Source: an optimization exercise on an open RTL-to-GDS flow (aim: small area, a short achievable clock period and few clock cycles per item). Production flows keep margins and buffers that such runs may drop.

P:
## bitmap_range_update_and_search
module bitmap_range_update_and_search #(
    parameter int MAP_BITS = bmru_pkg::MAP_BITS_DEFAULT
) (
    input  logic                          clk,
    input  logic                          rst_n,
    input  logic                          in_valid,
    output logic                          in_stall,
    input  logic [bmru_pkg::CMD_W-1:0]    cmd,
    input  logic [bmru_pkg::START_W-1:0]  start_index,
    input  logic [bmru_pkg::COUNT_W-1:0]  count,
    output logic                          out_valid,
    input  logic                          out_stall,
    output logic [bmru_pkg::POS_W-1:0]    position,
    output logic                          found,
    output logic                          bit_value
);
    localparam int WW    = bmru_pkg::WORD_W;         
    localparam int BW    = bmru_pkg::BIT_W;          
    localparam int WORDS = 2048 / WW;                
    localparam int WA    = 6;
    localparam int RW    = 15;                       
    localparam int QD    = 3;                        
    logic        acc;
    logic        in_stall_r;
    logic [13:0] sum;
    logic [13:0] upd_last;
    logic [12:0] fnd_last;
    logic [10:0] last_in;
    logic        ne_in;
    logic        is_upd_in, is_set_in, is_tc_in, is_find_in, is_test_in, want_in;
    logic        s_in_map;
    assign acc = in_valid && !in_stall_r;
    always_comb
    begin
        s_in_map   = !start_index[11];
        is_test_in = (cmd == 3'd0);
        is_set_in  = (cmd == 3'd1);
        is_tc_in   = (cmd == 3'd3);
        is_upd_in  = (cmd == 3'd1) || (cmd == 3'd2) || (cmd == 3'd3);
        is_find_in = (cmd == 3'd4) || (cmd == 3'd5);
        want_in    = (cmd == 3'd5) || (cmd == 3'd0);
        sum        = {2'b00, start_index} + {1'b0, count};
        upd_last   = sum - 14'd1;
        fnd_last   = count - 13'd1;
        last_in    = start_index[10:0];
        ne_in      = 1'b0;
  ...
Size: about 13000 cells after synthesis, roughly 2600 flip-flops, roughly 49 I/O pins.
export LEC_CHECK = 0
export ABC_CLOCK_PERIOD_IN_PS = 4000
export CAP_MARGIN = 20
export CORE_MARGIN = 2
export CORE_UTILIZATION = 30
export MIN_ROUTING_LAYER = met2
export PLACE_DENSITY = 0.5
export SETUP_SLACK_MARGIN = 5
export SLEW_MARGIN = 20
create_clock -name core_clock -period 10.0 [get_ports {clk}]
standard.sh (not shown) runs the stock make flow with config.mk's settings and CLKGATE_MAP_FILE= SYNTH_SCRIPT=/design/flow/synth_recipe.tcl, a recipe that flattens the netlist after the stock synthesis.
==> flow/flow/run.sh <==
#!/bin/bash
# Standard layout, except that the map's flip-flops are pre-placed in a 64 x 32
# array after the floorplan (flow/preplace.tcl), so that global placement puts the
# per-bit, per-word and per-column logic around a regular grid.
set -euo pipefail
R=orfs/results/${FLOW_PLATFORM}/bitmap_range_update_and_search/base
bash standard.sh synth floorplan > std_floorplan.log 2>&1
IN_ODB=$R/2_floorplan.odb OUT_ODB=$R/2_floorplan_pp.odb ARRAY_FRAC=${ARRAY_FRAC:-0.85} \
    openroad -exit flow/preplace.tcl > preplace.log 2>&1
cp $R/2_floorplan_pp.odb $R/2_floorplan.odb
touch $R/2_floorplan.odb
bash standard.sh > std_finish.log 2>&1
==> flow/flow/preplace.tcl <==
# Place the map's flip-flops in a 64 x 32 array (word w in band w, bit b in
# column b) and mark them FIRM; global placement then places the rest around them.
read_db $::env(IN_ODB)
set block [ord::get_db_block]
set core [$block getCoreArea]
set cx0 [$core xMin]; set cy0 [$core yMin]; set cx1 [$core xMax]; set cy1 [$core yMax]

# rows sorted by y
set rows {}
foreach r [$block getRows] { lappend rows [list [[$r getBBox] yMin] $r] }
set rows [lsort -integer -index 0 $rows]
set nrows [llength $rows]
set site_w [[[lindex [lindex $rows 0] 1] getSite] getWidth]

# occupied intervals per row (tap cells)
array set occ {}
for {set i 0} {$i < $nrows} {incr i} { set occ($i) {} }
set ry {}
foreach rr $rows { lappend ry [lindex $rr 0] }
foreach inst [$block getInsts] {
  if {[$inst isPlaced]} {
    set bb [$inst getBBox]
    set i [lsearch -exact $ry [$bb yMin]]
    if {$i >= 0} { lappend occ($i) [list [$bb xMin] [$bb xMax]] }
  }
}

set WORDS 64
set BITS 32
set frac $::env(ARRAY_FRAC)
# the array takes the lower part of the core, the rest stays for the control logic
set arr_rows [expr {int($nrows * $frac)}]
set rpw [expr {$arr_rows / $WORDS}]
if {$rpw < 1} { set rpw 1 }
set pitch [expr {($cx1 - $cx0) / double($BITS)}]
puts "rows $nrows array rows [expr {$rpw*$WORDS}] rows/word $rpw pitch [expr {$pitch/1000.0}] um"

proc free_x {i x w} {
  global occ site_w cx0 cx1
  # search outwards from x for a site-aligned free slot of width w
  set base [expr {$cx0 + (($x - $cx0) / $site_w) * $site_w}]
  for {set d 0} {$d < 200} {incr d} {
    foreach s [list $d [expr {-$d}]] {
      set xx [expr {$base + $s * $site_w}]
      if {$xx < $cx0 || $xx + $w > $cx1} continue
      set ok 1
      foreach iv $occ($i) {
        if {$xx < [lindex $iv 1] && $xx + $w > [lindex $iv 0]} { set ok 0; break }
      }
      if {$ok} { return $xx }
    }
  }
  return -1
}

set placed 0
for {set w 0} {$w < $WORDS} {incr w} {
  set i [expr {$w * $rpw + ($rpw - 1) / 2}]
  set row [lindex [lindex $rows $i] 1]
  set y [lindex [lindex $rows $i] 0]
  set orient [$row getOrient]
  for {set b 0} {$b < $BITS} {incr b} {
    set name [format {map_q\[%d\]\[%d\]$_DFFE_PP_} $w $b]
    set inst [$block findInst $name]
    if {$inst == "NULL"} { puts "missing $name"; continue }
    set wd [[$inst getMaster] getWidth]
    set x [expr {int($cx0 + ($b + 0.5) * $pitch - $wd / 2)}]
    set xx [free_x $i $x $wd]
    if {$xx < 0} { puts "no room for $name"; continue }
    $inst setOrient $orient
    $inst setLocation $xx $y
    $inst setPlacementStatus FIRM
    lappend occ($i) [list $xx [expr {$xx + $wd}]]
    incr placed
  }
}
puts "placed $placed flip-flops"
write_db $::env(OUT_ODB)
Status: P FAILED at global routing (tool error)
The following lists how Q was set up differently from P:
-- flow/flow/run.sh --
<<< P, line 8
IN_ODB=$R/2_floorplan.odb OUT_ODB=$R/2_floorplan_pp.odb ARRAY_FRAC=${ARRAY_FRAC:-0.85} \
>>> Q, line 8
IN_ODB=$R/2_floorplan.odb OUT_ODB=$R/2_floorplan_pp.odb ARRAY_FRAC=${ARRAY_FRAC:-0.95} \
-- flow/config.mk --
<<< P, line 10
>>> Q, line 10
export CELL_PAD_IN_SITES_DETAIL_PLACEMENT = 1
export CELL_PAD_IN_SITES_GLOBAL_PLACEMENT = 2
<<< P, line 12
export MIN_ROUTING_LAYER = met2
>>> Q, line 14
==> run summary <==
detailed placement: Q exited with error
[compare] base=P new=Q: synthesized area divided by synthesized cell count level; top-level port count flat.
Comparing P against Q, there is no change at all in x dimension of the die.
Re complex-gate fraction of the synthesized area: no difference whatsoever between P and Q.
Reported for Q and P, flop and latch count out of synthesis turned out identical to the last digit.
From P to Q, count of input and output buffers did not move at all.
What P reported for HPWL reported at the end of detailed placement has to be multiplied by 0.937 to get the figure for Q.
Diff Q..P | area of the mapped netlist | unchanged
Relative to Q, the following input files were edited for R:
-- flow/flow/run.sh --
<<< Q, line 8
IN_ODB=$R/2_floorplan.odb OUT_ODB=$R/2_floorplan_pp.odb ARRAY_FRAC=${ARRAY_FRAC:-0.95} \
>>> R, line 8
IN_ODB=$R/2_floorplan.odb OUT_ODB=$R/2_floorplan_pp.odb ARRAY_FRAC=${ARRAY_FRAC:-0.85} \
<<< Q, line 12
bash standard.sh > std_finish.log 2>&1
>>> R, line 12
bash standard.sh SETUP_SLACK_MARGIN=6.5 finish > std_finish.log 2>&1
-- flow/config.mk --
<<< Q, line 10
export CELL_PAD_IN_SITES_DETAIL_PLACEMENT = 1
export CELL_PAD_IN_SITES_GLOBAL_PLACEMENT = 2
>>> R, line 10
<<< Q, line 14
>>> R, line 12
export CTS_CLUSTER_DIAMETER = 60
export CTS_CLUSTER_SIZE = 20
export MIN_ROUTING_LAYER = met2
<<< Q, line 15
export SETUP_SLACK_MARGIN = 5
>>> R, line 16
Notes after the runs:
FAIL R @ global routing: tool exited with error
HPWL after detailed placement: R vs Q up 6.7%
From Q to R, post-synthesis sequential area ratio did not move at all.
R against Q: gate count after technology mapping comparable, synthesized area has remained practically unchanged.
Function was not checked in any run of this note: the RTL went through the layout flow alone.


bitmap_range_update_and_search, a different RTL version from the one above (not shown whole).
Size in the first run: ~12000 cells after synthesis, about 2300 flip-flops, roughly 49 I/O pins, ~130000 sq um of cells after synthesis.
export LEC_CHECK = 0
export ABC_CLOCK_PERIOD_IN_PS = 4000
export CAP_MARGIN = 20
export CORE_MARGIN = 2
export CORE_UTILIZATION = 30
export PLACE_DENSITY = 0.36
export SETUP_SLACK_MARGIN = 4
export SLEW_MARGIN = 20
create_clock -name core_clock -period 10.0 [get_ports {clk}]
run.sh (not shown) runs the stock make flow with config.mk's settings and CLKGATE_MAP_FILE= SYNTH_SCRIPT=/design/flow/synth_recipe.tcl, a recipe that flattens the netlist after the stock synthesis.
Stock flow here: none of the scripts above is used.
The baseline stopped in global routing (5_1_grt).
Then changed:
Settings changed: ABC_CLOCK_PERIOD_IN_PS 4000 to unset, CORE_UTILIZATION 30 to 40, PLACE_DENSITY 0.36 to unset, SETUP_SLACK_MARGIN 4 to unset.
Outcome: The changed run ended with an error in global routing (5_1_grt) (GRT-0116). Area after synthesis is unchanged. Synthesized cell count stays the same.
No run of this note included a check of the RTL's function; only the layout flow was run.
